Context: an optimization exercise on an open-source flow, tuned for small area, a short achievable clock period and few clock cycles per item. The choices shown serve that exercise and are no tape-out recipe. Function was checked by simulation only, so behaviour that the tests miss may differ from the original. Power is estimated from default activity; no workload was simulated.

**flow/flow/run.sh**
```bash
#!/bin/bash
set -euo pipefail
bash standard.sh SETUP_SLACK_MARGIN=7 finish > standard_flow.log 2>&1
```
**flow/config.mk**
```make
export PLATFORM = sky130hd
export DESIGN_NAME = signed_integer_to_radix_digits_core
export DESIGN_NICKNAME = signed_integer_to_radix_digits_core
export VERILOG_FILES = /design/flow/design.v
export SDC_FILE = /design/flow/constraint.sdc
export NUM_CORES = 4
export LEC_CHECK = 0
export ABC_AREA = 1
export CAP_MARGIN = 20
export CORE_MARGIN = 2
export CORE_UTILIZATION = 60
export PLACE_DENSITY = 0.75
export SLEW_MARGIN = 20
```
**flow/standard.sh**
```bash
#!/bin/bash
# synth_recipe.tcl (not shown) runs the flow's synth.tcl, then flattens the netlist and writes it again
# the make line also repeats each setting of config.mk as NAME=value (left out here)
make -C /OpenROAD-flow-scripts/flow DESIGN_CONFIG=/design/flow/config.mk WORK_HOME=/design/flow/orfs CLKGATE_MAP_FILE= SYNTH_SCRIPT=/design/flow/synth_recipe.tcl "${@:-finish}"
```
**flow/design.v**
```verilog
`default_nettype none
package sird_pkg;
  localparam int VALUE_W = 32;
  localparam int SYM_W   = 8;
  localparam int LEN_W   = 5;
  localparam int NCELL   = 14;    
  localparam int KSTEP   = 2;     
  localparam logic [SYM_W-1:0] CHAR_MINUS = 8'h2D;
  localparam logic [SYM_W-1:0] CHAR_PLUS  = 8'h2B;
endpackage
`default_nettype wire
`default_nettype none
import sird_pkg::*;
module sird_front (
  input  wire logic              clk,
  input  wire logic              rst_n,
  input  wire logic              cfg_wr,
  input  wire logic [LEN_W-1:0]  base_length,
  input  wire logic [127:0]      symbols,
  input  wire logic [SYM_W-1:0]  sym_val,       
  output logic                   chk_busy,
  output logic [3:0]             chk_idx,
  output logic                   chk_done,
  output logic                   chk_bad
);
  logic [15:0]      lenmask;
  logic             p_v;
  logic [SYM_W-1:0] p_sym;
  logic [3:0]       p_idx;
  logic             hit;
  always_comb begin
    for (int j = 0; j < 16; j++) lenmask[j] = (5'(j) < base_length);
  end
  always_comb begin
    hit = (p_sym == CHAR_PLUS) || (p_sym == CHAR_MINUS);
    for (int j = 1; j < 16; j++) begin
      if (lenmask[j] && (4'(j) > p_idx) && (symbols[8*j +: 8] == p_sym)) hit = 1'b1;
    end
  end
  always_ff @(posedge clk) begin
    if (!rst_n) begin
      chk_busy <= 1'b0;
      chk_bad  <= 1'b0;
      chk_idx  <= '0;
      p_v      <= 1'b0;
    end else if (cfg_wr) begin
      chk_busy <= 1'b1;
      chk_bad  <= 1'b0;
      chk_idx  <= '0;
      p_v      <= 1'b0;
    end else begin
      if (p_v && hit) chk_bad <= 1'b1;
      p_v <= chk_busy && lenmask[chk_idx];
      if (chk_busy) begin
        chk_idx <= chk_idx + 4'd1;
        if (chk_idx == 4'd15 || !lenmask[chk_idx + 4'd1]) chk_busy <= 1'b0;
      end
    end
  end
  always_ff @(posedge clk) begin
    if (chk_busy) begin
      p_sym <= sym_val;
      p_idx <= chk_idx;
    end
  end
  assign chk_done = !chk_busy && !p_v;
endmodule
`default_nettype wire
`default_nettype none
import sird_pkg::*;
module sird_queue (
  input  wire logic                 clk,
  input  wire logic                 flush,        
  input  wire logic                 in_tvalid,
  output logic                      in_tready,
  input  wire logic [31:0]          in_tdata,
  input  wire logic [3:0]           cf_k0,        
  input  wire logic [3:0]           cf_k1,        
  input  wire logic [2:0]           cf_off,
  input  wire logic                 cf_odd,
  input  wire logic                 copy,         
  output logic                      res_v,
  output logic                      res_neg,
  output logic [NCELL*4-1:0]        cells
);
  localparam int CW = NCELL * 4;
  function automatic logic [CW-1:0] dd_step(input logic [CW-1:0] c, input logic b,
                                             input logic [3:0] k0, input logic [3:0] k1,
                                             input logic odd);
    logic [NCELL-1:0] g, p, gg, pp, gn, pn;
    logic [NCELL:0]   cy;
    logic [3:0]       u;
    logic [CW-1:0]    r;
    for (int i = 0; i < NCELL; i++) begin
      u    = c[4*i +: 4];
      g[i] = u[3];
      p[i] = odd && (u == 4'd7);
    end
    gg = g;
    pp = p;
    for (int d = 1; d < NCELL; d = d * 2) begin
      gn = gg;
      pn = pp;
      for (int i = d; i < NCELL; i++) begin
        gn[i] = gg[i] | (pp[i] & gg[i-d]);
        pn[i] = pp[i] & pp[i-d];
      end
      gg = gn;
      pp = pn;
    end
    cy[0] = b;
    for (int i = 0; i < NCELL; i++) cy[i+1] = gg[i] | (pp[i] & b);
    for (int i = 0; i < NCELL; i++) begin
      u = c[4*i +: 4];
      r[4*i +: 4] = {u[2:0], cy[i]} + (cy[i+1] ? k1 : k0);
    end
    dd_step = r;
  endfunction
  logic          m_busy, m_started, m_neg;
  logic [31:0]   m_r;
  logic [5:0]    m_cnt;
  logic          step, last_step, m_load;
  logic          m_busy_n, res_v_n;
  logic [5:0]    m_cnt_n;
  logic          sk16, sk8, sk4;
  logic [31:0]   nzv;          
  logic [32:0]   nzi;          
  logic          nz31_r, nz30_r, nz28_r, nz24_r, nz16_r;
  logic [KSTEP-1:0] abits;     
  logic          z16, z8, z4;  
  logic [CW-1:0] cells_run, cells_first, cells_nxt;
  always_comb begin
    nzv[0] = 1'b0;
    for (int i = 1; i < 32; i++) nzv[i] = nzv[i-1] | m_r[i-1];
    nzi[0] = 1'b0;
    for (int i = 1; i < 33; i++) nzi[i] = nzi[i-1] | in_tdata[i-1];
    abits[KSTEP-1] = m_r[31] ^ (m_neg & nz31_r);
    abits[KSTEP-2] = m_r[30] ^ (m_neg & nz30_r);
    z16 = (m_neg && nz16_r) ? (m_r[31:16] == 16'hFFFF) : (m_r[31:16] == 16'h0000);
    z8  = (m_neg && nz24_r) ? (m_r[31:24] == 8'hFF)    : (m_r[31:24] == 8'h00);
    z4  = (m_neg && nz28_r) ? (m_r[31:28] == 4'hF)     : (m_r[31:28] == 4'h0);
  end
  assign sk16      = m_busy && !m_started && z16 && (m_cnt > 6'd16);
  assign sk8       = m_busy && !m_started && !sk16 && z8 && (m_cnt > 6'd8);
  assign sk4       = m_busy && !m_started && !sk16 && !sk8 && z4 && (m_cnt > 6'd4);
  assign step      = m_busy && !sk16 && !sk8 && !sk4 && (!res_v || copy);
  assign last_step = step && (m_cnt == 6'(KSTEP));
  assign m_load    = in_tvalid && in_tready;
  always_comb begin
    cells_run = cells;
    for (int k = 0; k < KSTEP; k++) begin
      cells_run = dd_step(cells_run, abits[KSTEP-1-k], cf_k0, cf_k1, cf_odd);
    end
    for (int i = 0; i < NCELL; i++) cells_first[4*i +: 4] = {1'b0, cf_off};
    cells_first[3:0] = 4'({1'b0, cf_off} + 4'(abits));
    cells_nxt = m_started ? cells_run : cells_first;
  end
  always_comb begin
    m_busy_n = m_load ? 1'b1 : (last_step ? 1'b0 : m_busy);
    res_v_n  = last_step ? 1'b1 : (copy ? 1'b0 : res_v);
    m_cnt_n  = m_load ? 6'd32 : sk16 ? m_cnt - 6'd16 : sk8 ? m_cnt - 6'd8 :
               sk4 ? m_cnt - 6'd4 : step ? m_cnt - 6'd2 : m_cnt;
  end
  always_ff @(posedge clk) begin
    if (flush) in_tready <= 1'b1;
    else       in_tready <= !m_busy_n || (m_cnt_n == 6'd2 && !res_v_n);
  end
  always_ff @(posedge clk) begin
    if (flush) begin
      m_busy <= 1'b0;
      res_v  <= 1'b0;
    end else begin
      if (m_load)         m_busy <= 1'b1;
      else if (last_step) m_busy <= 1'b0;
      if (last_step)      res_v  <= 1'b1;
      else if (copy)      res_v  <= 1'b0;
    end
  end
  always_ff @(posedge clk) begin
    if (m_load) begin
      m_r       <= in_tdata;
      m_cnt     <= 6'd32;
      m_started <= 1'b0;
      m_neg     <= in_tdata[31];
      nz31_r    <= nzi[31];
      nz30_r    <= nzi[30];
      nz28_r    <= nzi[28];
      nz24_r    <= nzi[24];
      nz16_r    <= nzi[16];
    end else if (sk16) begin
      m_r    <= {m_r[15:0], 16'd0};
      m_cnt  <= m_cnt - 6'd16;
      nz31_r <= nzv[15];
      nz30_r <= nzv[14];
      nz28_r <= nzv[12];
      nz24_r <= nzv[8];
      nz16_r <= nzv[0];
    end else if (sk8) begin
      m_r    <= {m_r[23:0], 8'd0};
      m_cnt  <= m_cnt - 6'd8;
      nz31_r <= nzv[23];
      nz30_r <= nzv[22];
      nz28_r <= nzv[20];
      nz24_r <= nzv[16];
      nz16_r <= nzv[8];
    end else if (sk4) begin
      m_r    <= {m_r[27:0], 4'd0};
      m_cnt  <= m_cnt - 6'd4;
      nz31_r <= nzv[27];
      nz30_r <= nzv[26];
      nz28_r <= nzv[24];
      nz24_r <= nzv[20];
      nz16_r <= nzv[12];
    end else if (step) begin
      m_r       <= {m_r[29:0], 2'd0};
      m_cnt     <= m_cnt - 6'd2;
      m_started <= 1'b1;
      nz31_r    <= nzv[29];
      nz30_r    <= nzv[28];
      nz28_r    <= nzv[26];
      nz24_r    <= nzv[22];
      nz16_r    <= nzv[14];
    end
    if (step)      cells   <= cells_nxt;
    if (last_step) res_neg <= m_neg;
  end
endmodule
`default_nettype wire
`default_nettype none
import sird_pkg::*;
module sird_back (
  input  wire logic                 clk,
  input  wire logic                 flush,
  input  wire logic                 rst_n,
  input  wire logic                 cf_m2,
  input  wire logic                 cf_m3,
  input  wire logic                 cf_m4,
  input  wire logic [2:0]           cf_off,
  input  wire logic [127:0]         symbols,
  input  wire logic                 res_v,
  input  wire logic                 res_neg,
  input  wire logic [NCELL*4-1:0]   cells,
  input  wire logic                 chk_done,
  input  wire logic                 table_ok,
  input  wire logic                 chk_busy,
  input  wire logic [3:0]           chk_idx,
  output logic                      copy,
  output logic [SYM_W-1:0]          sym_val,
  output logic                      out_tvalid,
  input  wire logic                 out_tready,
  output logic [SYM_W-1:0]          out_tdata,
  output logic                      out_tlast
);
  localparam int CW = NCELL * 4;
  logic          e_v, e_sign;
  logic [CW-1:0] e_cells;
  logic [3:0]    e_i;
  logic [1:0]    e_j;
  logic [3:0]    e_digit;
  logic          e_lastpos, e_fin;
  logic [1:0]    jmax;
  logic [3:0]    i0, topv;
  logic [1:0]    j0;
  logic [1:0]    q_cnt;          
  logic [5:0]    q0, q1;         
  logic [5:0]    q_new;
  logic          f_adv, push, pop, out_load;
  logic          out_v, out_l;
  logic [7:0]    out_d;
  logic [3:0]    sym_sel;
  assign out_load  = !out_v || out_tready;
  assign f_adv     = (q_cnt != 2'd2);
  assign push      = e_v && f_adv;
  assign pop       = out_load && (q_cnt != 2'd0);
  assign e_lastpos = (e_i == 4'd0) && (e_j == 2'd0);
  assign e_fin     = e_v && f_adv && !e_sign && e_lastpos;
  assign copy      = res_v && chk_done && (!e_v || e_fin);
  assign jmax      = cf_m2 ? 2'd3 : ((cf_m3 || cf_m4) ? 2'd1 : 2'd0);
  always_comb begin
    i0   = '0;
    topv = cells[3:0];
    for (int i = 1; i < NCELL; i++) begin
      if (cells[4*i +: 4] != {1'b0, cf_off}) begin
        i0   = 4'(i);
        topv = cells[4*i +: 4];
      end
    end
    if (cf_m2)      j0 = topv[3] ? 2'd3 : topv[2] ? 2'd2 : topv[1] ? 2'd1 : 2'd0;
    else if (cf_m4) j0 = (topv[3:2] != 2'd0) ? 2'd1 : 2'd0;
    else if (cf_m3) j0 = (topv >= 4'd6) ? 2'd1 : 2'd0;
    else            j0 = 2'd0;
  end
  always_comb begin
    logic [3:0] u;
    logic [1:0] hi3, lo3;
    u = e_cells[{e_i, 2'b00} +: 4];
    case (u)
      4'd3:    begin hi3 = 2'd0; lo3 = 2'd0; end
      4'd4:    begin hi3 = 2'd0; lo3 = 2'd1; end
      4'd5:    begin hi3 = 2'd0; lo3 = 2'd2; end
      4'd6:    begin hi3 = 2'd1; lo3 = 2'd0; end
      4'd7:    begin hi3 = 2'd1; lo3 = 2'd1; end
      4'd8:    begin hi3 = 2'd1; lo3 = 2'd2; end
      4'd9:    begin hi3 = 2'd2; lo3 = 2'd0; end
      4'd10:   begin hi3 = 2'd2; lo3 = 2'd1; end
      default: begin hi3 = 2'd2; lo3 = 2'd2; end
    endcase
    if (cf_m2)      e_digit = {3'd0, u[e_j]};
    else if (cf_m4) e_digit = e_j[0] ? {2'd0, u[3:2]} : {2'd0, u[1:0]};
    else if (cf_m3) e_digit = {2'd0, e_j[0] ? hi3 : lo3};
    else            e_digit = u - {1'b0, cf_off};
  end
  assign q_new = {e_sign, !e_sign && e_lastpos, e_digit};
  always_ff @(posedge clk) begin
    if (flush) begin
      e_v   <= 1'b0;
      q_cnt <= 2'd0;
    end else begin
      if (copy && table_ok) e_v <= 1'b1;
      else if (e_fin)       e_v <= 1'b0;
      if (push && !pop)      q_cnt <= q_cnt + 2'd1;
      else if (pop && !push) q_cnt <= q_cnt - 2'd1;
    end
  end
  always_ff @(posedge clk) begin
    if (pop) begin
      q0 <= (push && q_cnt == 2'd1) ? q_new : q1;
    end else if (push && q_cnt == 2'd0) begin
      q0 <= q_new;
    end
    if (push && (q_cnt == 2'd1) && !pop) q1 <= q_new;
  end
  always_ff @(posedge clk) begin
    if (copy) begin
      e_cells <= cells;
      e_i     <= i0;
      e_j     <= j0;
      e_sign  <= res_neg;
    end else if (push) begin
      if (e_sign) begin
        e_sign <= 1'b0;
      end else if (e_j == 2'd0) begin
        e_i <= e_i - 4'd1;
        e_j <= jmax;
      end else begin
        e_j <= e_j - 2'd1;
      end
    end
  end
  assign sym_sel = chk_busy ? chk_idx : q0[3:0];
  assign sym_val = symbols[{sym_sel, 3'b000} +: 8];
  always_ff @(posedge clk) begin
    if (!rst_n) begin
      out_v <= 1'b0;
    end else if (out_load) begin
      out_v <= (q_cnt != 2'd0);
    end
  end
  always_ff @(posedge clk) begin
    if (pop) begin
      out_d <= q0[5] ? CHAR_MINUS : sym_val;
      out_l <= q0[4];
    end
  end
  assign out_tvalid = out_v;
  assign out_tdata  = out_d;
  assign out_tlast  = out_l;
endmodule
`default_nettype wire
`default_nettype none
import sird_pkg::*;
module signed_integer_to_radix_digits_core (
  input  wire logic        clk,
  input  wire logic        rst_n,
  input  wire logic        in_tvalid,
  output logic             in_tready,
  input  wire logic [31:0] in_tdata,      
  output logic             out_tvalid,
  input  wire logic        out_tready,
  output logic [7:0]       out_tdata,     
  output logic             out_tlast,
  input  wire logic        cfg_psel,
  input  wire logic        cfg_penable,
  input  wire logic        cfg_pwrite,
  input  wire logic [4:0]  cfg_paddr,
  input  wire logic [63:0] cfg_pwdata,
  output logic [63:0]      cfg_prdata,
  output logic             cfg_pready
);
  logic [LEN_W-1:0] base_length_r;
  logic [63:0]      symbols_low_r;
  logic [63:0]      symbols_high_r;
  logic [127:0]     symbols;
  logic             cfg_wr;
  logic             flush;
  logic [2:0]       rsel_r;
  assign cfg_pready = 1'b1;
  assign cfg_wr     = cfg_psel && cfg_penable && cfg_pwrite;
  assign flush      = !rst_n || cfg_wr;
  assign symbols    = {symbols_high_r, symbols_low_r};
  always_ff @(posedge clk) begin
    if (!rst_n) begin
      base_length_r  <= '0;
      symbols_low_r  <= '0;
      symbols_high_r <= '0;
    end else if (cfg_wr) begin
      case (cfg_paddr[4:3])
        2'd0: base_length_r  <= cfg_pwdata[LEN_W-1:0];
        2'd1: symbols_low_r  <= cfg_pwdata;
        2'd2: symbols_high_r <= cfg_pwdata;
        default: ;
      endcase
    end
  end
  always_ff @(posedge clk) begin
    rsel_r[0] <= (cfg_paddr[4:3] == 2'd0);
    rsel_r[1] <= (cfg_paddr[4:3] == 2'd1);
    rsel_r[2] <= (cfg_paddr[4:3] == 2'd2);
  end
  assign cfg_prdata = ({64{rsel_r[0]}} & {59'd0, base_length_r})
                    | ({64{rsel_r[1]}} & symbols_low_r)
                    | ({64{rsel_r[2]}} & symbols_high_r);
  logic       cf_m2, cf_m3, cf_m4, cf_odd, cf_ok;
  logic [2:0] cf_off;
  logic [3:0] cf_k0, cf_k1;
  always_ff @(posedge clk) begin
    logic [4:0] rr;
    logic [4:0] off;
    rr = (base_length_r == 5'd2 || base_length_r == 5'd4) ? 5'd16 :
         (base_length_r == 5'd3) ? 5'd9 : base_length_r;
    off = 5'd8 - ((rr + 5'd1) >> 1);
    cf_m2  <= (base_length_r == 5'd2);
    cf_m3  <= (base_length_r == 5'd3);
    cf_m4  <= (base_length_r == 5'd4);
    cf_odd <= rr[0];
    cf_off <= off[2:0];
    cf_k0  <= 4'(5'd0 - off);
    cf_k1  <= 4'(5'd0 - off - rr);
    cf_ok  <= (base_length_r >= 5'd2) && (base_length_r <= 5'd16);
  end
  logic                chk_busy, chk_done, chk_bad;
  logic [3:0]          chk_idx;
  logic [SYM_W-1:0]    sym_val;
  logic                copy, res_v, res_neg;
  logic [NCELL*4-1:0]  cells;
  sird_front u_check (
    .clk         (clk),
    .rst_n       (rst_n),
    .cfg_wr      (cfg_wr),
    .base_length (base_length_r),
    .symbols     (symbols),
    .sym_val     (sym_val),
    .chk_busy    (chk_busy),
    .chk_idx     (chk_idx),
    .chk_done    (chk_done),
    .chk_bad     (chk_bad)
  );
  sird_queue u_conv (
    .clk       (clk),
    .flush     (flush),
    .in_tvalid (in_tvalid),
    .in_tready (in_tready),
    .in_tdata  (in_tdata),
    .cf_off    (cf_off),
    .cf_k0   (cf_k0),
    .cf_k1   (cf_k1),
    .cf_odd  (cf_odd),
    .copy    (copy),
    .res_v   (res_v),
    .res_neg (res_neg),
    .cells   (cells)
  );
  sird_back u_emit (
    .clk        (clk),
    .flush      (flush),
    .rst_n      (rst_n),
    .cf_m2      (cf_m2),
    .cf_m3      (cf_m3),
    .cf_m4      (cf_m4),
    .cf_off     (cf_off),
    .symbols    (symbols),
    .res_v      (res_v),
    .res_neg    (res_neg),
    .cells      (cells),
    .chk_done   (chk_done),
    .table_ok   (cf_ok && !chk_bad),
    .chk_busy   (chk_busy),
    .chk_idx    (chk_idx),
    .copy       (copy),
    .sym_val    (sym_val),
    .out_tvalid (out_tvalid),
    .out_tready (out_tready),
    .out_tdata  (out_tdata),
    .out_tlast  (out_tlast)
  );
endmodule
`default_nettype wire
```
**flow/constraint.sdc**
```tcl
create_clock -name core_clock -period 12.0 [get_ports {clk}]
set_input_delay 2.4000 -clock core_clock [delete_from_list [all_inputs] [get_ports {clk}]]
set_output_delay 2.4000 -clock core_clock [all_outputs]
set_load 0.01 [all_outputs]
```
==> metrics.yaml, run 1 <==
outcome:
  outcome: "finished clean"
clocking:
  ctsLongestPathBuffers: 3
  cts_sinks: 363
  ctsHoldBuffers: 0
  cts_tree: "yes"
  htreeDepth: 2
  cts_buffers: 42
  root_buffer: "clkbuf_16"
  clk_pin_slew_ns: 0.06
  insertion_delay_ns: 0.61
synthesis:
  synth_top_area_cell: "edfxtp_1"
  synthFlopType: "edfxtp_1"
  async_flop_share: 0
  syn_avg_cell_area_um2: 7.27
  synth_cell_types: 67
  synth-warning-count: 4
  synth-edff-count: 191
  synth-seq-cells: 363
  syn_area_um2: 26100
  synth_area_leaders: "edfxtp_1 (22%), dfxtp_1 (13%), nand2_1 (9.4%), o21ai_0 (8.4%), inv_1 (6.7%)"
  synth_fp_nets: 3845
  seq_area_frac_synth: 0.351
  synthCells: 3594
  synth_top_area_share: 0.219
power:
  p_per_area_nw_per_um2: 140
  peakVddDrop_uv: 147
  p_leak_nw: 13.1
  total_power_mw: 4.47
critical_path:
  cp_top_family: "simple AND/OR/NAND/NOR gates"
  path_class: "flop to flop"
  reg2reg_to: "u_conv.cells[43]"
  r2r_start: "u_conv.cells[32]"
  critical_path_arrival_ns: 6.09
  crit_fanout: 8
  cp_slowest_cell: "edfxtp_1"
  reg2reg_setup_slack_ns: 6.34
  critPathMaxStageDelay_ns: 0.52
  crit_start: "u_conv.cells[32]"
  worst_setup_path_start_kind: "flop"
  cp-endpoint: "u_conv.cells[43]"
  cp.required_ns: 12.43
  crit_path_frequent_cell: "nand2_1"
  cp-end-kind: "flop"
  path_depth: 32
  reg2reg_depth: 32
  cp.buffers_inverters: 5
placed_design:
  io_buffer_count: 179
  dpl.cell_count: 4208
  place.gp.congestion: 1.04
  dp_hpwl_mm: 70.1
sta:
  fin_crit_sh: 0.471
  slew_violations: 0
  final.setup.tns_ns: 0
  tightest_slew_ns: 1.13
  fin_hold_ws_ns: 0.438
  period_needed_ns: 5.66
  clock_skew_ns: 0.0352
  rsz0062_at_grt: "yes"
  fmax_mhz: 177
  setup_viol: 0
  hold_viol_final: 0
  slew_headroom: 0.250
worst_hold_path:
  hold_start: "u_emit.q0[4]"
  hold_path.class: "flop to flop"
routing:
  drtIter0Drc: 4765
  post_drt_wl_per_cell_um: 24.2
  first_pass_iters: 8
  vias: 29500
  ant_nets: 0
  wirelength_mm: 108
  drc: 0
  vias_per_cell: 6.64
die:
  initial_core_util: 0.607
  ioPinCount: 184
  rows: 76
  die_w_um: 213
  die_h_um: 213
  dieArea_um2: 45300
  core-area_um2: 43100
global_routing:
  grt_first_pass_wirelength_mm: 151
  overflow: 0
  grt_pass1_vias: 26100
  track_usage: 0.439
  antenna_found_initial: 2
  grt_max_degree: 136
layout:
  final_core_util: 0.742
  final_cell_mix: "nand2_1 (612), inv_1 (449), o21ai_0 (399)"
  fin_cells: 4443
  final_common_cell: "nand2_1"
  nets: 4070
  syn_to_final_growth_pct: 22.3
  drive_gt1_frac: 0.141
flow_run:
  max_cap_viol_count: 0
[worst reg2reg max path, delay by kind of cell (launching register included)]
family	cells	cell delay, ns
buffers and inverters	5	0.56
adder cells (fa/ha/maj)	2	0.77
XOR/XNOR	2	0.44
AO/OA/AOI/OAI	3	0.52
AND/OR/NAND/NOR	20	2.66
flip-flops	1	0.52
[routing by layer]
layer / part of all wire / global-route usage
met5: 0.0016 / 0
met4: 0.063 / 0.203
met3: 0.16 / 0.154
met2: 0.41 / 0.634
met1: 0.37 / 0.588
[final cells by class]
cell class	instances	area, um^2
repair inverters	2	10.0
diodes	6	15.0
multi-input cells	2555	15500
clock buffers	61	1240
clock inverters	16	201
fillers	3235	11100
repair buffers	359	3240
well taps	585	732
flip-flops and latches	363	9190
inverters	496	1880
[how the worst min path moves through the flow]
stage	to	slack [ns]	depth (start not counted)
floorplan	u_emit.out_l	0.40	0
global placement	u_emit.out_l	0.40	0
detailed placement	u_emit.out_l	0.43	0
CTS	u_emit.out_l	0.44	0
global route	u_emit.out_l	0.45	0
finish	u_emit.out_l	0.44	0
[logic make-up after synthesis]
group           count (synthesis)  synth area share
buf+inv                       678            0.0987
mux                             3           0.00124
compound gates               1026             0.220
flops                         363             0.351
simple gates                 1266             0.213
xor+xnor                      114            0.0382
fa+ha+maj                     143            0.0773
other cells                     1          0.000143
[synthesized netlist by cell type (15+ instances only)]
| library cell | number |
|---|---|
| a21oi_1 | 315 |
| a221oi_1 | 23 |
| buf_1 | 15 |
| clkbuf_1 | 152 |
| dfxtp_1 | 172 |
| edfxtp_1 | 191 |
| fa_1 | 31 |
| ha_1 | 112 |
| inv_1 | 468 |
| inv_2 | 16 |
| nand2_1 | 655 |
| nand2_2 | 18 |
| nand3_1 | 181 |
| nand3_2 | 17 |
| nand4_1 | 47 |
| nor2_1 | 247 |
| nor2_2 | 15 |
| nor3_1 | 25 |
| nor4_1 | 29 |
| o211ai_1 | 45 |
| o21ai_0 | 437 |
| o221ai_1 | 20 |
| o22ai_1 | 109 |
| xnor2_1 | 34 |
| xor2_1 | 80 |
[metrics by stage]
stage          area [um^2]  worst slack [ns]
2_1_floorplan        26100              7.07
6_report             32000              6.34
3_5_place_dp         28200              5.79
3_3_place_gp         28200              5.94
5_1_grt              32000              6.36
4_1_cts              30400              7.00
[report_power, final]
part | internal, mW | switching, mW
registers | 1.46 | 0.116
clock network | 0.804 | 0.563
logic | 0.515 | 1.02
[registers in the layout (all words and copies together), names as in the netlist, 2 cells and up]
name / count
symbols_high_r: 64
symbols_low_r: 64
u_conv.cells: 56
u_emit.e_cells: 56
u_conv.m_r: 32
u_check.p_sym: 8
u_emit.out_d: 8
u_conv.m_cnt: 6
u_emit.q0: 6
u_emit.q1: 6
base_length_r: 5
cf_k0: 4
cf_k1: 4
u_check.chk_idx: 4
u_check.p_idx: 4
u_emit.e_i: 4
rsel_r: 3
cf_off: 2
u_emit.e_j: 2
u_emit.q_cnt: 2
[timing repair]
| action | in CTS | in global routing |
|---|---|---|
| pin swaps | 21 | 102 |
| setup buffers | 57 | 89 |
| cloned | 2 | 4 |
| resized for setup | 87 | 226 |
| endpoints found under the setup margin | 123 | 67 |
Testbench counts, summed over its fixed seeds: cycles 28,469, items 2,048.
==> inputs of run 2 (changes only) <==
--- a/flow/config.mk
+++ b/flow/config.mk
@@ -7,7 +7,7 @@
 export LEC_CHECK = 0
 export ABC_AREA = 1
+export ABC_CLOCK_PERIOD_IN_PS = 5000
 export CAP_MARGIN = 20
 export CORE_MARGIN = 2
-export CORE_UTILIZATION = 60
-export PLACE_DENSITY = 0.75
+export CORE_UTILIZATION = 40
 export SLEW_MARGIN = 20
==> metrics.yaml, run 2 <==
clocking:
  ctsLongestPathBuffers: 3  # unchanged
  clk_pin_slew_ns: 0.07  # about the same
  ctsHoldBuffers: 0  # unchanged
  htreeDepth: 2  # unchanged
  cts_sinks: 363  # unchanged
  root_buffer: "clkbuf_16"
  cts_buffers: 46  # +9.5%
  insertion_delay_ns: 0.62  # about the same
  cts_tree: "yes"
placed_design:
  place.gp.congestion: 0.976  # -6.1%
  dp_hpwl_mm: 68.3  # -2.5%
  dp_slack_ns: 6.01  # +0.218 ns
  io_buffer_count: 179  # unchanged
sta:
  fin_crit_sh: 0.423  # -0.0485
  tightest_slew_ns: 1.16  # +0.0365 ns
  slew_violations: 0  # unchanged
  fin_ws_ns: 6.93  # +0.583 ns
  hold_viol_final: 0  # unchanged
  final.setup.tns_ns: 0  # unchanged
  period_needed_ns: 5.07  # -0.583 ns
  setup_viol: 0  # unchanged
  clock_skew_ns: 0.0545  # +0.0193 ns
  rsz0062_at_grt: "yes"
  slew_headroom: 0.216  # -0.0345
  fmax_mhz: 197  # +11%
die:
  core-area_um2: 64600  # +50%
  ioPinCount: 184  # unchanged
  die_w_um: 260  # +22%
  rows: 93  # +22%
  dieArea_um2: 67400  # +49%
  die_h_um: 260  # +22%
  initial_core_util: 0.405  # -0.202
synthesis:
  synth_area_leaders: "edfxtp_1 (22%), dfxtp_1 (13%), nand2_1 (9.4%), o21ai_0 (8.4%), inv_1 (6.7%)"
  async_flop_share: 0  # unchanged
  synthCells: 3594  # unchanged
  synth-edff-count: 191  # unchanged
  syn_avg_cell_area_um2: 7.27  # unchanged
  synth_common_cells: "nand2_1 (655), inv_1 (468), o21ai_0 (437)"
  synth_top_area_cell: "edfxtp_1"
  synth_most_common_cell: "nand2_1"
  synth_top_area_share: 0.219  # unchanged
  synth_fp_nets: 3845  # unchanged
  synth-warning-count: 4  # unchanged
  synth-seq-cells: 363  # unchanged
  syn_area_um2: 26100  # unchanged
  synth_cell_types: 67  # unchanged
  seq_area_frac_synth: 0.351  # unchanged
  synthFlopType: "edfxtp_1"
critical_path:
  crit_fanout: 8  # unchanged
  critical_path_arrival_ns: 5.46  # -0.63 ns
  worst_setup_path_start_kind: "flop"
  cp-end-kind: "flop"
  cp.required_ns: 12.38  # -0.05 ns
  path_class: "flop to flop"
  reg2reg_setup_slack_ns: 6.93  # +0.58 ns
  cp_slowest_cell: "fa_1"
  critPathMaxStageDelay_ns: 0.47  # -0.05 ns
  crit_path_frequent_cell: "nand2_2"
layout:
  syn_to_final_growth_pct: 25.2
  nets: 4081  # +0.27%
  reg_top3: "symbols_high_r (64), symbols_low_r (64)"
  final_common_cell: "nand2_1"
  drive_gt1_frac: 0.154  # +0.0136
  diodes: 0  # -6
  final_cell_mix: "nand2_1 (594), inv_1 (446), o21ai_0 (396)"
outcome:
  outcome: "finished clean"
global_routing:
  grt_pass1_vias: 24700  # -5.3%
  grt.busiest_layer: "met2"
  grt_first_pass_wirelength_mm: 148  # -2.2%
  use_met3: 0.0485  # -0.105
  grt_max_degree: 89  # -35%
  overflow: 0  # unchanged
  grtUsageMet2: 0.439  # -0.194
  met1_usage: 0.393  # -0.196
  track_usage: 0.283  # -0.156
  antenna_found_initial: 3  # +1
flow_run:
  max_cap_viol_count: 0  # unchanged
routing:
  wirelength_mm: 99.9  # -7.2%
  ant_nets: 0  # unchanged
  vias: 27100  # -8.2%
  drc: 0  # unchanged
  vias_per_cell: 5.74  # -14%
  post_drt_wl_per_cell_um: 21.1  # -13%
  first_pass_iters: 9  # +1
  drtIter0Drc: 3165  # -34%
power:
  peakVddDrop_uv: 90.5  # -38%
  p_per_area_nw_per_um2: 137  # -2.3%
  total_power_mw: 4.47  # about the same
  p_int_mw: 2.81  # +1.2%
  p_leak_nw: 13.2  # +1.5%
  p_switching_mw: 1.66  # -2.0%
  swShare: 0.372  # -0.00755
  clkPwrFrac: 0.324  # +0.018
  seqPwrFrac: 0.348  # -0.004
  comb_power_share: 0.328  # -0.015
worst_hold_path:
  hold_path.class: "flop to flop"
run 2: cell counts after synthesis:
Identical to the previous run, type by type.
run 2: path summary, 6_finish.rpt:
path / start / to / cells after the start
setup / recovery: cf_odd / u_conv.cells[51] / 31
hold / removal: u_emit.q0[4] / u_emit.out_l / 0
setup reg to reg: cf_odd / u_conv.cells[51] / 31
hold reg to reg: u_emit.q0[4] / u_emit.out_l / 0
run 2: cell families (layout without fill, tap and decap cells):
logic type | count (synthesis) | in the layout | share of synthesized area
flops | 363 | 363 | 0.351
simple gates | 1266 | 1266 | 0.213
xor+xnor | 114 | 114 | 0.0382
other cells | 1 | 1 | 0.000143
fa+ha+maj | 143 | 143 | 0.0773
compound gates | 1026 | 1026 | 0.220
mux | 3 | 3 | 0.00124
buf+inv | 678 | 952 | 0.0987
run 2: timing repair:
action	CTS	global route
endpoints found under the setup margin	97	44
gates cloned	1	2
gates resized for setup	89	286
setup buffers	65	84
pin swaps	29	153
run 2: area by class of cell:
type	count	area (um^2)
flip-flops and latches	363	9190
repair inverters	1	5.00
multi-input cells	2553	15700
clock inverters	24	233
clock buffers	62	1320
well taps	855	1070
inverters	496	1890
repair buffers	369	3330
fillers	6276	31900
run 2: stage by stage:
stage / hold slack (ns) / area, um^2 / std cells / utilization
2_1_floorplan: 0.400 / 26100 / 3594 / -
3_3_place_gp: 0.439 / 28600 / 4485 / 0.443
3_5_place_dp: 0.430 / 28600 / 4485 / 0.443
4_1_cts: 0.444 / 31000 / 4637 / 0.481
5_1_grt: 0.452 / 32700 / 4723 / 0.507
6_report: 0.449 / 32700 / 4723 / 0.507
run 2: worst max-delay path: cells and delay by family, from the launching register on:
| family | cells | cell delay (ns) |
|---|---|---|
| flip-flops | 1 | 0.41 |
| adder cells (fa/ha/maj) | 3 | 1.05 |
| buffers and inverters | 5 | 0.54 |
| AO/OA/AOI/OAI | 3 | 0.41 |
| XOR/XNOR | 2 | 0.40 |
| AND/OR/NAND/NOR | 18 | 2.01 |
run 2: routing by layer:
metal	wire length (um)	vias up
met1	42300	12800
met3	9680	246
li1	-	12800
met2	43800	1313
met5	11	-
met4	4130	2
run 2: power groups by stage:
stage	Combinational, mW	Clock (mW)	Sequential, mW
2_1_floorplan	0.842	0	1.54
3_3_place_gp	1.21	0	1.59
3_5_place_dp	1.22	0	1.59
4_1_cts	1.30	1.46	1.55
5_1_grt	1.60	1.50	1.56
6_report	1.47	1.45	1.55
==> inputs of run 3 (changes only) <==
--- a/flow/config.mk
+++ b/flow/config.mk
@@ -6,5 +6,5 @@
 export NUM_CORES = 4
 export LEC_CHECK = 0
-export ABC_AREA = 1
+export ABC_AREA = 0
 export ABC_CLOCK_PERIOD_IN_PS = 5000
 export CAP_MARGIN = 20
==> metrics.yaml, run 3 <==
synthesis:
  syn_avg_cell_area_um2: 9.45  # +30%
  synthCells: 2665  # -26%
  synth-warning-count: 4  # unchanged
  syn_area_um2: 25200  # -3.7%
  synthFlopType: "edfxtp_1"
  async_flop_share: 0  # unchanged
  synth_most_common_cell: "nand2_1"
  synth_top_area_share: 0.228  # +0.00845
  synth_area_leaders: "edfxtp_1 (23%), dfxtp_1 (14%), nand2_1 (6.5%), ha_1 (5.6%), xor2_1 (5.0%)"
  synth_fp_nets: 2916  # -24%
  synth_top_area_cell: "edfxtp_1"
  seq_area_frac_synth: 0.365  # +0.0135
  synth_common_cells: "nand2_1 (434), edfxtp_1 (191), dfxtp_1 (172)"
  synth-edff-count: 191  # unchanged
  synth_cell_types: 93  # +39%
  synth-seq-cells: 363  # unchanged
sta:
  rsz0062_at_grt: "yes"
  tightest_slew_ns: 1.06  # -0.100 ns
  slew_violations: 0  # unchanged
  slew_headroom: 0.292  # +0.0768
  fmax_mhz: 163  # -17%
  clock_skew_ns: 0.0186  # -0.0359 ns
  period_needed_ns: 6.13  # +1.05 ns
  fin_crit_sh: 0.511  # +0.0877
  setup_viol: 0  # unchanged
  fin_ws_ns: 5.87  # -1.05 ns
  hold_viol_final: 0  # unchanged
  final.setup.tns_ns: 0  # unchanged
clocking:
  ctsHoldBuffers: 0  # unchanged
  htreeDepth: 2  # unchanged
  insertion_delay_ns: 0.58  # -0.04 ns
  cts_sinks: 363  # unchanged
  clk_pin_slew_ns: 0.07  # about the same
  root_buffer: "clkbuf_16"
  cts_buffers: 44  # -4.3%
  ctsLongestPathBuffers: 3  # unchanged
  cts_tree: "yes"
critical_path:
  reg2reg_depth: 24  # -23%
  cp.required_ns: 12.31  # -0.07 ns
  critical_path_arrival_ns: 6.43  # +0.97 ns
  r2r_start: "u_conv.m_r[31]"
  cp-end-kind: "flop"
  path_class: "flop to flop"
  worst_setup_path_start_kind: "flop"
  crit_fanout: 5  # -3
  crit_start: "u_conv.m_r[31]"
flow_run:
  max_cap_viol_count: 0  # unchanged
die:
  dieArea_um2: 65000  # -3.7%
  ioPinCount: 184  # unchanged
  core-area_um2: 61900  # -4.1%
  rows: 91  # -2.2%
  die_w_um: 255  # -1.8%
  initial_core_util: 0.406  # +0.00161
  die_h_um: 255  # -1.8%
power:
  peakVddDrop_uv: 99.4  # +9.8%
  p_per_area_nw_per_um2: 124  # -8.9%
  p_leak_nw: 12.0  # -9.1%
  total_power_mw: 3.90  # -13%
layout:
  nets: 3122  # -23%
  fin_cells: 3743  # -21%
  drive_gt1_frac: 0.190  # +0.0360
  final_common_cell: "nand2_1"
  reg_top3: "symbols_high_r (64), symbols_low_r (64)"
  final_cell_mix: "nand2_1 (419), edfxtp_1 (191), clkdlybuf4s50_1 (178)"
  syn_to_final_growth_pct: 24.5
placed_design:
  dpl.cell_count: 3545  # -21%
  dp_hpwl_mm: 55.9  # -18%
  place.gp.congestion: 0.916  # -6.1%
  dp_slack_ns: 4.87  # -1.14 ns
  io_buffer_count: 179  # unchanged
routing:
  wirelength_mm: 83.9  # -16%
  post_drt_wl_per_cell_um: 22.4  # +6.1%
  drc: 0  # unchanged
  drtIter0Drc: 1945  # -39%
  vias_per_cell: 5.84  # +1.8%
  ant_nets: 0  # unchanged
  vias: 21900  # -19%
  first_pass_iters: 5  # -4
global_routing:
  grt_first_pass_wirelength_mm: 127  # -14%
  antenna_found_initial: 2  # -1
  grt_pass1_vias: 21500  # -13%
  grt_max_degree: 75  # -16%
  overflow: 0  # unchanged
  track_usage: 0.252  # -0.0305
worst_hold_path:
  hold_path.class: "flop to flop"
  hold_start: "u_emit.q0[4]"
  holdPathStages: 0  # unchanged
outcome:
  outcome: "finished clean"
==> run 3: changes by cell type in the layout (fill, tap and decap cells not counted), moves of 64 or more <==
cell / change
a22o_1: +67
nand3_1: -144
o22ai_1: -95
a21boi_0: +130
o21ai_0: -322
a21oi_1: -210
inv_1: -325
nand2_1: -175
xnor2_1: +64
nor2_1: -112
xor2_1: +80
==> run 3: worst max-delay path: stages, from the launching register on <==
cell and delay [ns]:
edfxtp_1 0.42, a21boi_4 0.18, buf_6 0.12, or2_4 0.26, a21oi_4 0.21, mux2_4 0.34
ha_4 0.16, inv_2 0.05, fa_2 0.46, a2111oi_4 0.32, and3b_2 0.26, mux2i_4 0.21
a211oi_4 0.10, o22a_2 0.27, o211a_4 0.28, o21a_4 0.27, inv_8 0.07, a21oi_4 0.06
o21bai_4 0.26, mux2_4 0.35, ha_4 0.21, a21o_1 0.16, a21oi_2 0.16, xnor2_2 0.16
mux4_2 0.53
==> run 3: per-layer routing <==
layer,vias to the layer above,share of wire,GRT usage
li1,9946,-,-
met1,10800,0.42,0.331
met2,879,0.48,0.415
met5,-,0.00015,0
met4,2,0.039,0.106
met3,194,0.066,0.0385
==> run 3: power breakdown <==
group | internal, mW | switching (mW)
Combinational | 0.438 | 0.521
Sequential | 1.42 | 0.0993
Clock | 0.859 | 0.557
==> run 3: repair_timing <==
action,CTS,global route
gates resized for setup,104,102
pin swaps,72,63
setup buffers,72,45
setup endpoints to repair,90,86
==> run 3: worst paths after layout <==
kind | end | slack [ns]
max | u_conv.cells[39] | 5.87
min | u_emit.out_l | 0.42
max reg2reg | u_conv.cells[39] | 5.87
min reg2reg | u_emit.out_l | 0.42
==> run 3: logic make-up after synthesis <==
group | share of synthesized area
AND/OR/NAND/NOR | 0.148
AO/OA/AOI/OAI | 0.165
flip-flops | 0.365
XOR/XNOR | 0.0887
adder cells (fa/ha/maj) | 0.0819
multiplexers | 0.103
buffers and inverters | 0.0477
other | 0.000149
==> run 3: per-stage QoR <==
step	area [um^2]	utilization	hold WS (ns)
2_1_floorplan	25500	-	0.400
3_3_place_gp	28000	0.452	0.419
3_5_place_dp	28000	0.452	0.415
4_1_cts	30500	0.493	0.414
5_1_grt	31300	0.506	0.435
6_report	31300	0.506	0.420
==> run 3: final cells by class <==
| type | instances | area, um^2 |
|---|---|---|
| multi-input combinational | 1985 | 15900 |
| antenna | 1 | 2.50 |
| timing repair buffer | 333 | 3070 |
| tap | 837 | 1050 |
| clock buffer | 64 | 1340 |
| inverter | 144 | 598 |
| clock inverter | 16 | 191 |
| fill | 5650 | 30600 |
| sequential | 363 | 9190 |
==> inputs of run 4 (changes only) <==
--- a/flow/config.mk
+++ b/flow/config.mk
@@ -6,6 +6,5 @@
 export NUM_CORES = 4
 export LEC_CHECK = 0
-export ABC_AREA = 0
-export ABC_CLOCK_PERIOD_IN_PS = 5000
+export ABC_AREA = 1
 export CAP_MARGIN = 20
 export CORE_MARGIN = 2
==> metrics.yaml, run 4 <==
sta:
  fin_crit_sh: 0.423  # -0.0877
  hold_viol_final: 0  # unchanged
  clock_skew_ns: 0.0545  # +0.0359 ns
  tightest_slew_ns: 1.16  # +0.100 ns
  rsz0062_at_grt: "yes"
  setup_viol: 0  # unchanged
  slew_violations: 0  # unchanged
  fin_hold_ws_ns: 0.449  # +0.0285 ns
  fin_ws_ns: 6.93  # +1.05 ns
  slew_headroom: 0.216  # -0.0768
  period_needed_ns: 5.07  # -1.05 ns
  final.setup.tns_ns: 0  # unchanged
  fmax_mhz: 197  # +21%
critical_path:
  cp-end-kind: "flop"
  cp.required_ns: 12.38  # +0.07 ns
  critPathMaxStageDelay_ns: 0.47  # -0.06 ns
  worst_setup_path_start_kind: "flop"
  reg2reg_to: "u_conv.cells[51]"
  critical_path_arrival_ns: 5.46  # -0.97 ns
  reg2reg_setup_slack_ns: 6.93  # +1.05 ns
  reg2reg_depth: 31  # +29%
  r2r_start: "cf_odd"
  crit_path_frequent_cell: "nand2_2"
  path_class: "flop to flop"
  cp_slowest_cell: "fa_1"
  crit_fanout: 8  # +3
layout:
  nets: 4081  # +31%
  final_cell_mix: "nand2_1 (594), inv_1 (446), o21ai_0 (396)"
  fill_cells: 6276  # +11%
  syn_to_final_growth_pct: 25.2
  fin_area_um2: 32700  # +4.4%
  drive_gt1_frac: 0.154  # -0.0360
  reg_top3: "symbols_high_r (64), symbols_low_r (64)"
  fin_cells: 4723  # +26%
  final_core_util: 0.507  # +0.000573
  final_common_cell: "nand2_1"
  diodes: 0  # -1
synthesis:
  syn_avg_cell_area_um2: 7.27  # -23%
  synth_xor_area_frac: 0.0382  # -0.0505
  synth-edff-count: 191  # unchanged
  synth_common_cells: "nand2_1 (655), inv_1 (468), o21ai_0 (437)"
  synth-simple-area-share: 0.213  # +0.0650
  synth_cell_types: 67  # -28%
  synth-compound-area-share: 0.220  # +0.0548
  synth_top_area_cell: "edfxtp_1"
  syn_area_um2: 26100  # +3.9%
  synthCells: 3594  # +35%
  synth_top_area_share: 0.219  # -0.00845
  synth_most_common_cell: "nand2_1"
  synthAdderAreaFrac: 0.0773  # -0.00457
  synth-seq-cells: 363  # unchanged
  synthFlopType: "edfxtp_1"
  synth_area_leaders: "edfxtp_1 (22%), dfxtp_1 (13%), nand2_1 (9.4%), o21ai_0 (8.4%), inv_1 (6.7%)"
  seq_area_frac_synth: 0.351  # -0.0135
  async_flop_share: 0  # unchanged
  synth_fp_nets: 3845  # +32%
  synth-warning-count: 4  # unchanged
  synth_top_family_by_area: "compound AO/OA/AOI/OAI gates"
  synthMuxAreaShare: 0.00124  # -0.102
outcome:
  outcome: "finished clean"
worst_hold_path:
  hold_start: "u_emit.q0[4]"
  hold_end: "u_emit.out_l"
  hold_path.class: "flop to flop"
  holdPathStages: 0  # unchanged
clocking:
  htreeDepth: 2  # unchanged
  cts_buffers: 46  # +4.5%
  root_buffer: "clkbuf_16"
  insertion_delay_ns: 0.62  # +0.04 ns
  cts_sinks: 363  # unchanged
  clk_pin_slew_ns: 0.07  # about the same
  ctsHoldBuffers: 0  # unchanged
  cts_tree: "yes"
  ctsLongestPathBuffers: 3  # unchanged
placed_design:
  place.gp.congestion: 0.976  # +6.5%
  dpl.cell_count: 4485  # +27%
  dp_hpwl_mm: 68.3  # +22%
  dp_slack_ns: 6.01  # +1.14 ns
  io_buffer_count: 179  # unchanged
  dpl_cell_area_um2: 28600  # +2.2%
global_routing:
  grt_first_pass_wirelength_mm: 148  # +16%
  grt.busiest_layer: "met2"
  overflow: 0  # unchanged
  met1_usage: 0.393  # +0.0616
  antenna_found_initial: 3  # +1
  track_usage: 0.283  # +0.0305
  use_met3: 0.0485  # +0.00999
  grtUsageMet2: 0.439  # +0.0250
  grt_max_degree: 89  # +19%
  grt_pass1_vias: 24700  # +15%
die:
  die_w_um: 260  # +1.9%
  rows: 93  # +2.2%
  dieArea_um2: 67400  # +3.8%
  ioPinCount: 184  # unchanged
  initial_core_util: 0.405  # -0.00161
  core-area_um2: 64600  # +4.3%
  die_h_um: 260  # +1.9%
flow_run:
  max_cap_viol_count: 0  # unchanged
routing:
  drtIter0Drc: 3165  # +63%
  wirelength_mm: 99.9  # +19%
  post_drt_wl_per_cell_um: 21.1  # -5.7%
  ant_nets: 0  # unchanged
  drc: 0  # unchanged
  first_pass_iters: 9  # +4
  vias: 27100  # +24%
  vias_per_cell: 5.74  # -1.8%
power:
  total_power_mw: 4.47  # +15%
  p_leak_nw: 13.2  # +10%
  p_per_area_nw_per_um2: 137  # +9.8%
  peakVddDrop_uv: 90.5  # -9.0%
-- run 4: logic make-up after synthesis --
kind of cell	after synthesis
fa+ha+maj	143
xor+xnor	114
mux	3
simple gates	1266
flops	363
compound gates	1026
buf+inv	678
other cells	1
-- run 4: how the worst max path moves through the flow --
stage                                  end          start  cells after the start
after floorplan              u_conv.m_r[0]  u_emit.e_i[0]                     15
after global placement    u_conv.cells[35]   u_conv.m_neg                     34
after detailed placement  u_conv.cells[35]   u_conv.m_neg                     33
after CTS                 u_conv.cells[35]         cf_odd                     32
after global routing      u_conv.cells[51]         cf_odd                     31
final                     u_conv.cells[51]         cf_odd                     31
-- run 4: what timing repair did --
action | in CTS | in global routing
cloned | 1 | 2
setup endpoints to repair | 97 | 44
pin swaps | 29 | 153
resized for setup | 89 | 286
buffers inserted | 65 | 84
-- run 4: area by class of cell --
type | instances | area, um^2 | share of cell area
multi-input combinational | 2553 | 15700 | 0.480
clock buffer | 62 | 1320 | 0.0402
tap | 855 | 1070 | 0.0327
timing repair inverter | 1 | 5.00 | 0.000153
inverter | 496 | 1890 | 0.0577
timing repair buffer | 369 | 3330 | 0.102
sequential | 363 | 9190 | 0.281
clock inverter | 24 | 233 | 0.00711
-- run 4: worst max-delay path: cells and delay by family, from the launching register on --
family          cells  cell delay (ns)
compound gates      3             0.41
fa+ha+maj           3             1.05
xor+xnor            2             0.40
buf+inv             5             0.54
simple gates       18             2.01
flops               1             0.41
-- run 4: metal layers --
| metal | vias to the layer above | wire, um |
|---|---|---|
| li1 | 12800 | - |
| met1 | 12800 | 42300 |
| met2 | 1313 | 43800 |
| met3 | 246 | 9680 |
| met4 | 2 | 4130 |
| met5 | - | 11 |
-- run 4: power by group --
part,switching (mW),internal (mW)
clock network,0.610,0.838
logic,0.953,0.513
registers,0.0990,1.46
==> inputs of run 5 (changes only) <==
--- a/flow/config.mk
+++ b/flow/config.mk
@@ -10,3 +10,4 @@
 export CORE_MARGIN = 2
 export CORE_UTILIZATION = 40
+export CTS_BUF_LIST = sky130_fd_sc_hd__clkbuf_8
 export SLEW_MARGIN = 20
==> metrics.yaml, run 5 <==
worst_hold_path:
  hold_start: "u_emit.e_sign"
  hold_path.class: "flop to flop"
synthesis:
  synth_common_cells: "nand2_1 (655), inv_1 (468), o21ai_0 (437)"
  synthFlopType: "edfxtp_1"
  synth_most_common_cell: "nand2_1"
  synth-edff-count: 191  # unchanged
  synth-seq-cells: 363  # unchanged
  synth_cell_types: 67  # unchanged
  async_flop_share: 0  # unchanged
  synth_fp_nets: 3845  # unchanged
  synth_area_leaders: "edfxtp_1 (22%), dfxtp_1 (13%), nand2_1 (9.4%), o21ai_0 (8.4%), inv_1 (6.7%)"
  synthCells: 3594  # unchanged
  synth_top_area_cell: "edfxtp_1"
  synth_top_area_share: 0.219  # unchanged
  synth-warning-count: 4  # unchanged
  seq_area_frac_synth: 0.351  # unchanged
  syn_avg_cell_area_um2: 7.27  # unchanged
  syn_area_um2: 26100  # unchanged
sta:
  slew_headroom: 0.269  # +0.0533
  fmax_mhz: 197  # -0.28%
  hold_viol_final: 0  # unchanged
  period_needed_ns: 5.09  # +0.0141 ns
  rsz0062_at_grt: "yes"
  slew_violations: 0  # unchanged
  tightest_slew_ns: 1.08  # -0.0789 ns
  final.setup.tns_ns: 0  # unchanged
  clock_skew_ns: 0.0595  # +0.00505 ns
  setup_viol: 0  # unchanged
  fin_crit_sh: 0.424  # +0.00118
clocking:
  cts_tree: "yes"
  cts_buffers: 72  # +57%
  root_buffer: "clkbuf_8"
  clk_pin_slew_ns: 0.07  # about the same
  insertion_delay_ns: 0.69  # +0.07 ns
  htreeDepth: 3  # +1
  ctsLongestPathBuffers: 3  # unchanged
  cts_sinks: 363  # unchanged
layout:
  fin_area_um2: 32400  # -0.86%
  final_common_cell: "nand2_1"
  drive_gt1_frac: 0.147  # -0.00692
  syn_to_final_growth_pct: 24.1
  fill_cells: 6350  # +1.2%
  nets: 4100  # +0.47%
  reg_top3: "symbols_high_r (64), symbols_low_r (64)"
  final_cell_mix: "nand2_1 (608), inv_1 (477), o21ai_0 (403)"
critical_path:
  critical_path_arrival_ns: 5.52  # +0.06 ns
  reg2reg_to: "u_conv.cells[51]"
  cp-endpoint: "u_conv.cells[51]"
  r2r_start: "cf_odd"
  cp.required_ns: 12.43  # +0.05 ns
  crit_fanout: 7  # -1
  critPathMaxStageDelay_ns: 0.40  # -0.07 ns
  reg2reg_depth: 31  # unchanged
  cp-end-kind: "flop"
  crit_path_frequent_cell: "nand2_2"
  worst_setup_path_start_kind: "flop"
  cp_slowest_cell: "dfxtp_4"
  reg2reg_setup_slack_ns: 6.91  # about the same
  path_class: "flop to flop"
  crit_start: "cf_odd"
flow_run:
  max_cap_viol_count: 0  # unchanged
power:
  p_leak_nw: 13.3  # +0.17%
  peakVddDrop_uv: 63.4  # -30%
  p_per_area_nw_per_um2: 135  # -1.2%
routing:
  wirelength_mm: 99.6  # -0.31%
  ant_nets: 0  # unchanged
  post_drt_wl_per_cell_um: 20.9  # -1.2%
  vias_per_cell: 5.72  # -0.29%
  first_pass_iters: 7  # -2
  drtIter0Drc: 3053  # -3.5%
  drc: 0  # unchanged
  vias: 27300  # +0.58%
placed_design:
  place.gp.congestion: 0.976  # unchanged
  io_buffer_count: 179  # unchanged
  dpl_cell_area_um2: 28600  # unchanged
  dp_hpwl_mm: 68.3  # unchanged
outcome:
  outcome: "finished clean"
global_routing:
  grt_max_degree: 89  # unchanged
  overflow: 0  # unchanged
  antenna_found_initial: 1  # -2
  grt_first_pass_wirelength_mm: 148  # +0.22%
  grt_pass1_vias: 24800  # +0.51%
  track_usage: 0.283  # +0.000856
die:
  die_w_um: 260  # unchanged
  rows: 93  # unchanged
  dieArea_um2: 67400  # unchanged
  initial_core_util: 0.405  # unchanged
  die_h_um: 260  # unchanged
  ioPinCount: 184  # unchanged
  core-area_um2: 64600  # unchanged
## run 5: cell count changes in the layout (fill, tap and decap cells not counted), sizes merged, moves of 4 or more
cell | previous run | this run
inv | 486 | 510
buf | 190 | 182
clkbuf | 63 | 81
bufinv | 3 | 7
## run 5: final cells by class
type / count / area (um^2) / area share
multi-input combinational: 2553 / 15500 / 0.477
sequential: 363 / 9190 / 0.283
timing repair buffer: 363 / 3290 / 0.101
inverter: 496 / 1890 / 0.0582
clock buffer: 79 / 1090 / 0.0335
tap: 855 / 1070 / 0.0330
clock inverter: 53 / 438 / 0.0135
antenna: 2 / 5.00 / 0.000154
## run 5: what timing repair did
action,CTS,global route
endpoints found under the setup margin,98,49
pin swaps,25,113
gates cloned,1,1
setup buffers,64,79
gates resized for setup,83,232
hold buffers,0,0
## run 5: worst min-delay path by stage
stage,end,slack [ns],depth (start not counted)
6_report,u_emit.q1[5],0.45,0
3_5_place_dp,u_emit.out_l,0.43,0
4_1_cts,u_emit.out_l,0.44,0
3_3_place_gp,u_emit.out_l,0.44,0
5_1_grt,u_emit.out_l,0.45,0
2_1_floorplan,u_emit.out_l,0.40,0
## run 5: kinds of logic (layout without fill, tap and decap cells)
| group | after synthesis | count (layout) | share of synthesized area |
|---|---|---|---|
| XOR/XNOR | 114 | 114 | 0.0382 |
| other | 1 | 3 | 0.000143 |
| AO/OA/AOI/OAI | 1026 | 1026 | 0.220 |
| flip-flops | 363 | 363 | 0.351 |
| buffers and inverters | 678 | 991 | 0.0987 |
| multiplexers | 3 | 3 | 0.00124 |
| adder cells (fa/ha/maj) | 143 | 143 | 0.0773 |
| AND/OR/NAND/NOR | 1266 | 1266 | 0.213 |
## run 5: report_power, final
part | switching (mW) | leakage, nW | total [mW] | internal, mW
combinational | 0.938 | 9.21 | 1.45 | 0.507
sequential | 0.0986 | 3.19 | 1.55 | 1.46
clock | 0.612 | 0.870 | 1.38 | 0.764
## run 5: per-layer routing
metal / GRT usage / share of wire
met1: 0.393 / 0.42
met2: 0.436 / 0.44
met3: 0.0526 / 0.10
met4: 0.112 / 0.042
met5: 0 / 0
## run 5: stage by stage
stage / std cells / worst slack, ns / power (mW) / util / hold slack [ns]
2_1_floorplan: 3594 / 7.07 / 2.38 / - / 0.400
3_3_place_gp: 4485 / 6.04 / 2.80 / 0.443 / 0.439
3_5_place_dp: 4485 / 6.01 / 2.81 / 0.443 / 0.430
4_1_cts: 4682 / 6.97 / 4.26 / 0.480 / 0.443
5_1_grt: 4763 / 6.62 / 4.59 / 0.502 / 0.451
6_report: 4764 / 6.91 / 4.37 / 0.502 / 0.447
## run 5: critical path: cells and delay by family, from the launching register on
| kind | cells | cell delay, ns |
|---|---|---|
| buffers and inverters | 5 | 0.45 |
| adder cells (fa/ha/maj) | 3 | 0.92 |
| XOR/XNOR | 2 | 0.39 |
| flip-flops | 1 | 0.40 |
| AO/OA/AOI/OAI | 1 | 0.07 |
| AND/OR/NAND/NOR | 20 | 2.64 |
==> inputs of run 6 (changes only) <==
==> flow/flow/run.sh (replaced) <==
#!/bin/bash
set -euo pipefail
bash standard.sh SETUP_SLACK_MARGIN=6.5 finish > standard_flow.log 2>&1
--- a/flow/config.mk
+++ b/flow/config.mk
@@ -10,4 +10,3 @@
 export CORE_MARGIN = 2
 export CORE_UTILIZATION = 40
-export CTS_BUF_LIST = sky130_fd_sc_hd__clkbuf_8
 export SLEW_MARGIN = 20
==> metrics.yaml, run 6 <==
clocking:
  ctsLongestPathBuffers: 3  # unchanged
  cts_sinks: 363  # unchanged
  root_buffer: "clkbuf_16"
  insertion_delay_ns: 0.62  # -0.07 ns
  cts_buffers: 46  # -36%
  htreeDepth: 2  # -1
  ctsHoldBuffers: 0  # unchanged
  cts_tree: "yes"
  clk_pin_slew_ns: 0.06  # about the same
critical_path:
  cp-end-kind: "output pin"
  critPathMaxStageDelay_ns: 0.65  # +0.25 ns
  path_class: "flop to output pin"
  critical_path_arrival_ns: 2.98  # -2.54 ns
  cp.required_ns: 9.60  # -2.83 ns
  critical_path.cell_chain: "clkinv_4, buf_4, o21ai_0, clkdlybuf4s50_1"
  cp_slowest_cell: "clkdlybuf4s50_1"
  worst_setup_path_start_kind: "flop"
  reg2reg_setup_slack_ns: 6.83  # -0.08 ns
  crit_fanout: 33  # +26
global_routing:
  grt_pass1_vias: 24300  # -2.1%
  track_usage: 0.276  # -0.00716
  antenna_found_initial: 1  # unchanged
  grt_max_degree: 89  # unchanged
  overflow: 0  # unchanged
  grt_first_pass_wirelength_mm: 145  # -2.3%
die:
  rows: 93  # unchanged
  initial_core_util: 0.405  # unchanged
  die_h_um: 260  # unchanged
  core-area_um2: 64600  # unchanged
  ioPinCount: 184  # unchanged
  dieArea_um2: 67400  # unchanged
  die_w_um: 260  # unchanged
routing:
  first_pass_iters: 5  # -2
  wirelength_mm: 96.2  # -3.4%
  post_drt_wl_per_cell_um: 20.7  # -0.91%
  drtIter0Drc: 2965  # -2.9%
  ant_nets: 0  # unchanged
  vias_per_cell: 5.68  # -0.74%
  drc: 0  # unchanged
  vias: 26400  # -3.2%
power:
  total_power_mw: 4.34  # -0.89%
  p_leak_nw: 12.6  # -4.8%
  peakVddDrop_uv: 90.6  # +43%
  p_per_area_nw_per_um2: 139  # +3.3%
synthesis:
  synth_top_area_cell: "edfxtp_1"
  seq_area_frac_synth: 0.351  # unchanged
  synthFlopType: "edfxtp_1"
  synth_area_leaders: "edfxtp_1 (22%), dfxtp_1 (13%), nand2_1 (9.4%), o21ai_0 (8.4%), inv_1 (6.7%)"
  synth-edff-count: 191  # unchanged
  synth_cell_types: 67  # unchanged
  synth_fp_nets: 3845  # unchanged
  async_flop_share: 0  # unchanged
  synth-warning-count: 4  # unchanged
  synth_common_cells: "nand2_1 (655), inv_1 (468), o21ai_0 (437)"
  synth_most_common_cell: "nand2_1"
  syn_avg_cell_area_um2: 7.27  # unchanged
  synth_top_area_share: 0.219  # unchanged
  syn_area_um2: 26100  # unchanged
  synth-seq-cells: 363  # unchanged
  synthCells: 3594  # unchanged
placed_design:
  dp_hpwl_mm: 68.3  # unchanged
  dpl.cell_count: 4485  # unchanged
  io_buffer_count: 179  # unchanged
  dpl_cell_area_um2: 28600  # unchanged
  dp_slack_ns: 6.01  # unchanged
  place.gp.congestion: 0.976  # unchanged
sta:
  slew_headroom: 0.199  # -0.0694
  fin_hold_ws_ns: 0.449  # +0.00207 ns
  fin_crit_sh: 0.449  # +0.0246
  period_needed_ns: 5.38  # +0.295 ns
  rsz0062_at_grt: "yes"
  tightest_slew_ns: 1.19  # +0.103 ns
  fin_ws_ns: 6.62  # -0.295 ns
  fmax_mhz: 186  # -5.5%
  setup_viol: 0  # unchanged
  clock_skew_ns: 0.0513  # -0.00825 ns
  final.setup.tns_ns: 0  # unchanged
  hold_viol_final: 0  # unchanged
  slew_violations: 0  # unchanged
layout:
  reg_top3: "symbols_high_r (64), symbols_low_r (64)"
  diodes: 0  # -2
  final_cell_mix: "nand2_1 (643), inv_1 (466), o21ai_0 (427)"
  nets: 4003  # -2.4%
  syn_to_final_growth_pct: 19.1
  fin_area_um2: 31100  # -4.1%
  fin_cells: 4645  # -2.5%
  drive_gt1_frac: 0.0876  # -0.0598
  final_common_cell: "nand2_1"
  final_core_util: 0.482  # -0.0204
outcome:
  outcome: "finished clean"
worst_hold_path:
  hold_path.class: "flop to flop"
flow_run:
  max_cap_viol_count: 0  # unchanged
==> run 6: cell counts after synthesis <==
No cell type changed its count.
==> run 6: layout make-up <==
| class | count | area (um^2) |
|---|---|---|
| fillers | 6498 | 33500 |
| repair buffers | 292 | 2680 |
| well taps | 855 | 1070 |
| inverters | 496 | 1870 |
| clock inverters | 24 | 233 |
| clock buffers | 62 | 1320 |
| multi-input cells | 2553 | 14800 |
| flip-flops and latches | 363 | 9180 |
==> run 6: cells by family after synthesis <==
kind of cell	synth area share
AO/OA/AOI/OAI	0.220
XOR/XNOR	0.0382
adder cells (fa/ha/maj)	0.0773
buffers and inverters	0.0987
flip-flops	0.351
multiplexers	0.00124
other	0.000143
AND/OR/NAND/NOR	0.213
==> run 6: repair_timing <==
item                                    in CTS  in global routing
pin swaps                                    0                 27
endpoints found under the setup margin      70                 32
buffers inserted                             2                 71
resized for setup                           12                 80
gates cloned                                 0                  1
==> run 6: per-layer routing <==
layer  global-route usage  routed length, um  vias up
met5                    0                  0        -
met4                0.106               3930        0
met3               0.0489               9100      218
met2                0.431              42200     1229
met1                0.381              40900    12300
li1                     -                  -    12600
==> run 6: power breakdown <==
part,internal [mW],switching [mW]
clock,0.838,0.605
sequential,1.46,0.106
combinational,0.450,0.880
==> run 6: critical path, delay by kind of cell (launching register included) <==
family,cells,cell delay [ns]
DFF,1,0.56
buffers and inverters,3,1.28
AOI/OAI and AO/OA,1,0.53
==> run 6: final timing paths <==
| check | to | cells after the start | from |
|---|---|---|---|
| max reg2reg | u_conv.cells[47] | 30 | cf_odd |
| max | cfg_prdata[6] | 4 | rsel_r[2] |
| min | u_emit.out_l | 0 | u_emit.q0[4] |
| min reg2reg | u_emit.out_l | 0 | u_emit.q0[4] |
==> inputs of run 7 (changes only) <==
==> flow/flow/run.sh (replaced) <==
#!/bin/bash
set -euo pipefail
bash standard.sh SETUP_SLACK_MARGIN=7 finish > standard_flow.log 2>&1
--- a/flow/config.mk
+++ b/flow/config.mk
@@ -10,3 +10,4 @@
 export CORE_MARGIN = 2
 export CORE_UTILIZATION = 40
+export CTS_BUF_LIST = sky130_fd_sc_hd__clkbuf_4 sky130_fd_sc_hd__clkbuf_8
 export SLEW_MARGIN = 20
==> metrics.yaml, run 7 <==
outcome:
  outcome: "finished clean"
die:
  die_w_um: 260  # unchanged
  core-area_um2: 64600  # unchanged
  die_h_um: 260  # unchanged
  ioPinCount: 184  # unchanged
synthesis:
  synth-warning-count: 4  # unchanged
  synth_area_leaders: "edfxtp_1 (22%), dfxtp_1 (13%), nand2_1 (9.4%), o21ai_0 (8.4%), inv_1 (6.7%)"
  synth-edff-count: 191  # unchanged
  synth_cell_types: 67  # unchanged
  synth-seq-cells: 363  # unchanged
  syn_avg_cell_area_um2: 7.27  # unchanged
  synthFlopType: "edfxtp_1"
  syn_area_um2: 26100  # unchanged
  synth_top_area_cell: "edfxtp_1"
  synth_most_common_cell: "nand2_1"
clocking:
  clk_pin_slew_ns: 0.07  # about the same
  insertion_delay_ns: 0.69  # +0.07 ns
  root_buffer: "clkbuf_8"
  cts_sinks: 363  # unchanged
  cts_buffers: 72  # +57%
  ctsLongestPathBuffers: 3  # unchanged
placed_design:
  dp_hpwl_mm: 68.3  # unchanged
critical_path:
  reg2reg_setup_slack_ns: 6.90  # +0.07 ns
  crit_fanout: 7  # -79%
  critical_path_arrival_ns: 5.53  # +2.55 ns
  worst_setup_path_start_kind: "flop"
layout:
  regArea_um2: 9190  # about the same
  nets: 4095  # +2.3%
  final_core_util: 0.501  # +0.0187
  syn_to_final_growth_pct: 23.7
  reg_top3: "symbols_high_r (64), symbols_low_r (64)"
  final_cell_mix: "nand2_1 (609), inv_1 (457), o21ai_0 (403)"
sta:
  period_needed_ns: 5.10  # -0.285 ns
  slew_violations: 0  # unchanged
  final.setup.tns_ns: 0  # unchanged
  slew_headroom: 0.298  # +0.0987
  rsz0062_at_grt: "yes"
  clock_skew_ns: 0.0592  # +0.00791 ns
  fin_crit_sh: 0.425  # -0.0237
  setup_viol: 0  # unchanged
power:
  p_per_area_nw_per_um2: 137  # -1.6%
  p_leak_nw: 13.2  # +4.1%
  peakVddDrop_uv: 63.5  # -30%
routing:
  drc: 0  # unchanged
  first_pass_iters: 7  # +2
global_routing:
  grt_first_pass_wirelength_mm: 148  # +2.3%
  antenna_found_initial: 1  # unchanged
  overflow: 0  # unchanged
worst_hold_path:
  hold_path.class: "flop to flop"
-- run 7: cell counts after synthesis --
Identical to the previous run, type by type.
-- run 7: area by class of cell --
type,instances,area share
Timing Repair Buffer,358,0.0997
Inverter,496,0.0584
Clock buffer,103,0.0392
Tap cell,855,0.0331
Multi-Input combinational cell,2553,0.475
Antenna cell,1,0.0000774
Sequential cell,363,0.284
Clock inverter,29,0.0108
-- run 7: metal layers --
metal	part of all wire	track usage	up-vias
met1	0.42	0.392	12700
met2	0.44	0.435	1337
met3	0.098	0.0538	241
li1	-	-	12800
met5	0	0	-
met4	0.041	0.112	0
-- run 7: cell families (layout without fill, tap and decap cells) --
logic type | count (synthesis) | after routing | synth area share
XOR/XNOR | 114 | 114 | 0.0382
flip-flops | 363 | 363 | 0.351
other | 1 | 2 | 0.000143
adder cells (fa/ha/maj) | 143 | 143 | 0.0773
multiplexers | 3 | 3 | 0.00124
AO/OA/AOI/OAI | 1026 | 1026 | 0.220
AND/OR/NAND/NOR | 1266 | 1266 | 0.213
buffers and inverters | 678 | 986 | 0.0987
-- run 7: what timing repair did --
| item | 4_1_cts | 5_1_grt |
|---|---|---|
| buffers inserted | 64 | 74 |
| cloned | 1 | 1 |
| endpoints found under the setup margin | 98 | 64 |
| pin swaps | 25 | 110 |
| resized for setup | 83 | 196 |
| hold buffers | 0 | 0 |
-- run 7: path summary, 6_finish.rpt --
check	startpoint	depth (start not counted)	end
min reg2reg	u_emit.e_sign	0	u_emit.q1[5]
min	u_emit.e_sign	0	u_emit.q1[5]
max	cf_odd	31	u_conv.cells[51]
max reg2reg	cf_odd	31	u_conv.cells[51]
-- run 7: worst max-delay path, delay by kind of cell, from the launching register on --
| family | cells | cell delay [ns] |
|---|---|---|
| AND/OR/NAND/NOR | 20 | 2.61 |
| adder cells (fa/ha/maj) | 3 | 0.91 |
| buffers and inverters | 5 | 0.45 |
| flip-flops | 1 | 0.41 |
| XOR/XNOR | 2 | 0.39 |
| AO/OA/AOI/OAI | 1 | 0.09 |
-- run 7: power groups by stage --
stage                     clock [mW]  combinational, mW  sequential [mW]
after floorplan                    0              0.842             1.54
after global placement             0               1.21             1.59
after detailed placement           0               1.22             1.59
after CTS                       1.48               1.30             1.55
after global routing            1.52               1.56             1.56
final                           1.45               1.43             1.55
-- run 7: through the flow --
| stage | instances | worst slack (ns) | area (um^2) |
|---|---|---|---|
| 2_1_floorplan | 3594 | 7.07 | 26100 |
| 3_3_place_gp | 4485 | 6.04 | 28600 |
| 3_5_place_dp | 4485 | 6.01 | 28600 |
| 4_1_cts | 4682 | 6.97 | 31100 |
| 5_1_grt | 4758 | 6.57 | 32300 |
| 6_report | 4758 | 6.90 | 32300 |

Setup slack of run 7, layout unchanged: 6.901 ns with ideal ports, 6.901 ns with driving cells assumed (clock clkbuf_16, inputs buf_2), 6.581 ns with port delays also shifted by the 0.716 ns mid clock arrival.
